Background: an optimization exercise with open tools, aiming at small area. Do not read the settings as production practice.
The RTL was checked by simulation tests, not by an equivalence proof against the original design.
Power and IR drop assume default switching activity.

==> try-onyx <==
## dcache
module dcache #(
  parameter int IDX_W = 3
) (
  input  logic        CLK,
  input  logic        nRST,
  input  logic        halt,
  input  logic        dmemREN,
  input  logic        dmemWEN,
  input  logic [31:0] dmemaddr,
  input  logic [31:0] dmemstore,
  output logic        dhit,
  output logic [31:0] dmemload,
  output logic        flushed,
  output logic        dREN,
  output logic        dWEN,
  output logic [31:0] daddr,
  output logic [31:0] dstore,
  input  logic [31:0] dload,
  input  logic        dwait
);
Settings: LEC_CHECK=0, CAP_MARGIN=5, CORE_MARGIN=2, CORE_UTILIZATION=60, PLACE_DENSITY=0.7, SLEW_MARGIN=5, SYNTH_HIERARCHICAL=1, SYNTH_MINIMUM_KEEP_SIZE=0; clock period 12.0 ns.
standard.sh (not shown) runs the stock make flow with config.mk's settings and CLKGATE_MAP_FILE= SYNTH_SCRIPT=/design/flow/synth_recipe.tcl, a recipe that flattens the netlist after the stock synthesis.
==> flow/flow/run.sh <==
#!/bin/bash
# Standard ORFS layout with: small port buffers; drivers of high-fanout
# enable/select nets sized before placement (flow/presize.tcl); a clock tree
# built from small clock buffers without dummy loads. ORFS writes each
# tool's full log under orfs/logs/; the make output goes to flow_make.log.
set -euo pipefail
export BUFFER_PORTS_ARGS="-buffer_cell sky130_fd_sc_hd__buf_1"
export PRE_GLOBAL_PLACE_TCL="$PWD/flow/presize.tcl"
export CTS_ARGS="-sink_clustering_enable -repair_clock_nets -dont_use_dummy_load -root_buf sky130_fd_sc_hd__clkbuf_4 -buf_list {sky130_fd_sc_hd__clkbuf_4} -sink_clustering_size 10 -sink_clustering_max_diameter 50"
bash standard.sh finish > flow_make.log 2>&1
==> flow/flow/presize.tcl <==
set n_up 0
set n_down 0
foreach inst [[ord::get_db_block] getInsts] {
  set m [[$inst getMaster] getName]
  if {![regexp {^sky130_fd_sc_hd__([a-z0-9]+)_([0-9]+)$} $m -> fn drive]} { continue }
  if {[regexp {^(df|edf|sdf|dl|clk|buf|conb|tap|fill|decap|diode|ha|fa)} $fn]} { continue }
  set fo 0
  foreach it [$inst getITerms] {
    if {[$it isOutputSignal] && [$it getNet] != "NULL"} {
      set fo [expr {[llength [[$it getNet] getITerms]] - 1}]
    }
  }
  if {$fn == "and2" && $fo >= 12 && $drive != 4} {
    replace_cell [$inst getName] sky130_fd_sc_hd__and2_4
    incr n_up
  } elseif {$drive > 1 && $fo <= 4} {
    set small sky130_fd_sc_hd__${fn}_1
    if {[llength [get_lib_cells -quiet $small]] > 0} {
      replace_cell [$inst getName] $small
      incr n_down
    }
  }
}
puts "presize: $n_up drivers sized up, $n_down gates sized down"
==> try-pepper: changes against try-onyx <==
--- a/flow/design.v
+++ b/flow/design.v
@@ -30,44 +30,30 @@
   logic [31:0]         r_word1 [SETS];
   logic                w_idle, w_done, w_fchk, w_fl1;
   logic [IDX_W-1:0]    w_idx;
   logic [TAG_W-1:0]    w_tag_rd;
   logic [SETS-1:0]     w_oh8;
-  logic [2*SETS-1:0]   w_oh16, w_we16;
-  logic [SETS-1:0]     w_wetag;
-  logic [SETS/2-1:0]   w_pre4;
-  logic [1:0]          w_wsel;
+  logic [2*SETS-1:0]   w_oh16;
   logic                w_vd, w_hit, w_sthit, w_miss, w_last;
-  logic                w_rsel, w_wr, w_tagwr;
+  logic                w_rsel, w_wsel, w_wr, w_tagwr;
   logic [31:0]         w_wdata;
   logic                w_unused;
   assign w_unused = &{1'b0, dmemaddr[1:0]};
   assign w_idle = ~(r_w | r_f | r_r);
   assign w_done = r_f & r_h & ~r_w;
   assign w_fchk = r_f & ~r_h & ~r_w;
   assign w_fl1  = r_f & r_h & r_w;
   assign w_last = &r_fidx;
   assign w_idx    = r_f ? r_fidx : dmemaddr[2+IDX_W:3];
-  assign w_vd     = |(w_oh8 & r_valid & r_dirty);
+  assign w_vd     = r_valid[w_idx] & r_dirty[w_idx];
   assign w_rsel   = w_idle ? dmemaddr[2] : r_h;
   always_comb begin
-    for (int i = 0; i < SETS/2; i++) w_pre4[i] = (w_idx[IDX_W-1:1] == i);
-  end
-  for (genvar i = 0; i < SETS; i++) begin : g_dec
-    if (i % 2 == 0) begin : g_even
-      dcache_and2 u_d (.a(w_pre4[i/2]), .b(~w_idx[0]), .y(w_oh8[i]));
-    end else begin : g_odd
-      dcache_and2 u_d (.a(w_pre4[i/2]), .b(w_idx[0]),  .y(w_oh8[i]));
+    for (int i = 0; i < SETS; i++) begin
+      w_oh8[i]        = (w_idx == i);
+      w_oh16[2*i]     = w_oh8[i] & ~w_rsel;
+      w_oh16[2*i + 1] = w_oh8[i] &  w_rsel;
     end
-  end
-  assign w_wsel = {w_wr & w_rsel, w_wr & ~w_rsel};
-  for (genvar i = 0; i < SETS; i++) begin : g_sel
-    dcache_and2 u_r0 (.a(w_oh8[i]), .b(~w_rsel),   .y(w_oh16[2*i]));
-    dcache_and2 u_r1 (.a(w_oh8[i]), .b(w_rsel),    .y(w_oh16[2*i + 1]));
-    dcache_and2 u_w0 (.a(w_oh8[i]), .b(w_wsel[0]), .y(w_we16[2*i]));
-    dcache_and2 u_w1 (.a(w_oh8[i]), .b(w_wsel[1]), .y(w_we16[2*i + 1]));
-    dcache_and2 u_wt (.a(w_oh8[i]), .b(w_tagwr),   .y(w_wetag[i]));
   end
   for (genvar b = 0; b < TAG_W; b++) begin : g_tag_rd
     logic [SETS-1:0] col;
     for (genvar i = 0; i < SETS; i++) begin : g_i
       assign col[i] = r_tag[i][b];
@@ -82,11 +68,11 @@
     end
     dcache_rd16 u_rd (.oh(w_oh16), .d(col), .q(dmemload[b]));
   end
   assign dstore = dmemload;
   assign w_hit   = w_idle & ~halt & (dmemREN | dmemWEN) &
-                   (|(w_oh8 & r_valid)) & (w_tag_rd == dmemaddr[31:3+IDX_W]);
+                   r_valid[w_idx] & (w_tag_rd == dmemaddr[31:3+IDX_W]);
   assign w_miss  = w_idle & ~halt & (dmemREN | dmemWEN) & ~w_hit;
   assign w_sthit = w_hit & dmemWEN;
   assign dhit    = w_hit;
   assign dREN    = r_r;
   assign dWEN    = r_w;
@@ -114,66 +100,64 @@
   always_ff @(posedge CLK) begin
     if (!r_f)                                  r_fidx <= '0;
     else if ((w_fchk & ~w_vd) | (w_fl1 & ~dwait)) r_fidx <= r_fidx + 1'b1;
   end
   assign w_wr    = r_r | w_sthit;
-  assign w_wdata = ~(r_r ? dload : dmemstore);    
+  assign w_wsel  = r_r ? r_h : dmemaddr[2];
+  assign w_wdata = r_r ? dload : dmemstore;
   assign w_tagwr = (w_miss & ~w_vd) | (r_w & r_h & ~r_f & ~dwait);
   always_ff @(posedge CLK or negedge nRST) begin
     if (!nRST) r_valid <= '0;
-    else       r_valid <= r_valid | w_wetag;
+    else if (w_tagwr) r_valid[w_idx] <= 1'b1;
   end
   always_ff @(posedge CLK) begin
-    for (int i = 0; i < SETS; i++) begin
-      if (w_oh8[i] & w_wr)  r_dirty[i] <= ~r_r;
-      if (w_wetag[i])       r_tag[i]   <= dmemaddr[31:3+IDX_W];
-      if (w_we16[2*i])      r_word0[i] <= w_wdata;
-      if (w_we16[2*i + 1])  r_word1[i] <= w_wdata;
-    end
+    if (w_wr)    r_dirty[w_idx] <= ~r_r;
+    if (w_tagwr) r_tag[w_idx]   <= dmemaddr[31:3+IDX_W];
+    if (w_wr & ~w_wsel) r_word0[w_idx] <= w_wdata;
+    if (w_wr &  w_wsel) r_word1[w_idx] <= w_wdata;
   end
-endmodule
-module dcache_and2 (
-  input  logic a, b,
-  output logic y
-);
-  assign y = a & b;
 endmodule
 module dcache_aoi222 (
   input  logic a0, a1, b0, b1, c0, c1,
   output logic y
 );
   assign y = ~((a0 & a1) | (b0 & b1) | (c0 & c1));
 endmodule
+module dcache_aoi22 (
+  input  logic a0, a1, b0, b1,
+  output logic y
+);
+  assign y = ~((a0 & a1) | (b0 & b1));
+endmodule
 module dcache_nand2 (
   input  logic a, b,
   output logic y
 );
   assign y = ~(a & b);
 endmodule
-module dcache_nand4 (
-  input  logic [3:0] a,
+module dcache_nand3 (
+  input  logic [2:0] a,
   output logic       y
 );
   assign y = ~&a;
 endmodule
-module dcache_and6 (
+module dcache_nand6 (
   input  logic [5:0] a,
   output logic       y
 );
-  assign y = &a;
+  assign y = ~&a;
 endmodule
 module dcache_rd8 (
   input  logic [7:0] oh,
   input  logic [7:0] d,
   output logic       q
 );
-  logic [3:0] t;
+  logic [2:0] t;
   dcache_aoi222 u0 (.a0(oh[0]), .a1(d[0]), .b0(oh[1]), .b1(d[1]), .c0(oh[2]), .c1(d[2]), .y(t[0]));
   dcache_aoi222 u1 (.a0(oh[3]), .a1(d[3]), .b0(oh[4]), .b1(d[4]), .c0(oh[5]), .c1(d[5]), .y(t[1]));
-  dcache_nand2  u2 (.a(oh[6]), .b(d[6]), .y(t[2]));
-  dcache_nand2  u3 (.a(oh[7]), .b(d[7]), .y(t[3]));
-  dcache_nand4  u4 (.a(t), .y(q));
+  dcache_aoi22  u2 (.a0(oh[6]), .a1(d[6]), .b0(oh[7]), .b1(d[7]), .y(t[2]));
+  dcache_nand3  u3 (.a(t), .y(q));
 endmodule
 module dcache_rd16 (
   input  logic [15:0] oh,
   input  logic [15:0] d,
   output logic        q
@@ -183,7 +167,7 @@
   dcache_aoi222 u1 (.a0(oh[3]),  .a1(d[3]),  .b0(oh[4]),  .b1(d[4]),  .c0(oh[5]),  .c1(d[5]),  .y(t[1]));
   dcache_aoi222 u2 (.a0(oh[6]),  .a1(d[6]),  .b0(oh[7]),  .b1(d[7]),  .c0(oh[8]),  .c1(d[8]),  .y(t[2]));
   dcache_aoi222 u3 (.a0(oh[9]),  .a1(d[9]),  .b0(oh[10]), .b1(d[10]), .c0(oh[11]), .c1(d[11]), .y(t[3]));
   dcache_aoi222 u4 (.a0(oh[12]), .a1(d[12]), .b0(oh[13]), .b1(d[13]), .c0(oh[14]), .c1(d[14]), .y(t[4]));
   dcache_nand2  u5 (.a(oh[15]), .b(d[15]), .y(t[5]));
-  dcache_and6   u6 (.a(t), .y(q));
+  dcache_nand6  u6 (.a(t), .y(q));
 endmodule
==> flow/flow/run.sh (replaced) <==
#!/bin/bash
# Standard ORFS layout, with small port buffers and a clock tree built from
# small clock buffers without dummy loads. ORFS writes each tool's full log
# under orfs/logs/; the make output goes to flow_make.log here.
set -euo pipefail
export BUFFER_PORTS_ARGS="-buffer_cell sky130_fd_sc_hd__buf_1"
export CTS_ARGS="-sink_clustering_enable -repair_clock_nets -dont_use_dummy_load -root_buf sky130_fd_sc_hd__clkbuf_4 -buf_list {sky130_fd_sc_hd__clkbuf_4} -sink_clustering_size 10 -sink_clustering_max_diameter 50"
bash standard.sh finish > flow_make.log 2>&1
Settings changed: CAP_MARGIN 5 to 20, CORE_UTILIZATION 60 to 50, PLACE_DENSITY 0.7 to 0.6, SLEW_MARGIN 5 to 20.
removed: flow/flow/presize.tcl
==> comparison <==
In try-onyx the synthesized cell count is smaller than in try-pepper, by about 0.4%. Clock power is about the same in try-onyx and try-pepper. Of try-pepper and try-onyx, try-onyx has the higher worst hold slack (gap 32 ps). Between try-onyx and try-pepper, the lower final cell count is in try-onyx (gap about 6%, measured against try-pepper). try-pepper completed without violations. try-onyx completed without violations.

-- port drivers added, routing unchanged --
The results above use ideal ports. As a check the final layouts listed here were re-extracted and re-timed, cells and wires unchanged.
Step 1 assumes that a clkbuf_16 drives the clock port and a buf_2 every other input.
Step 2 moves the port delays by t, midway between the first and last clock arrival at a register: inputs arrive t later, outputs are due t later. That takes back most of the time a late clock gives input paths.
Three values: ideal, step 1, step 2; two values: the first two.
run	t, ns	setup WS [ns]	slew at the worst register clock pin (ns)
try-onyx	0.822	3.822 / 3.796 / 3.796	0.11 / 0.11
try-pepper	0.862	3.355 / 3.324 / 3.324	0.11 / 0.11
After both steps every run listed still meets setup and hold. For try-pepper, which loses most, drivers alone change the setup slack by -0.031 ns; drivers and shift together by -0.031 ns.
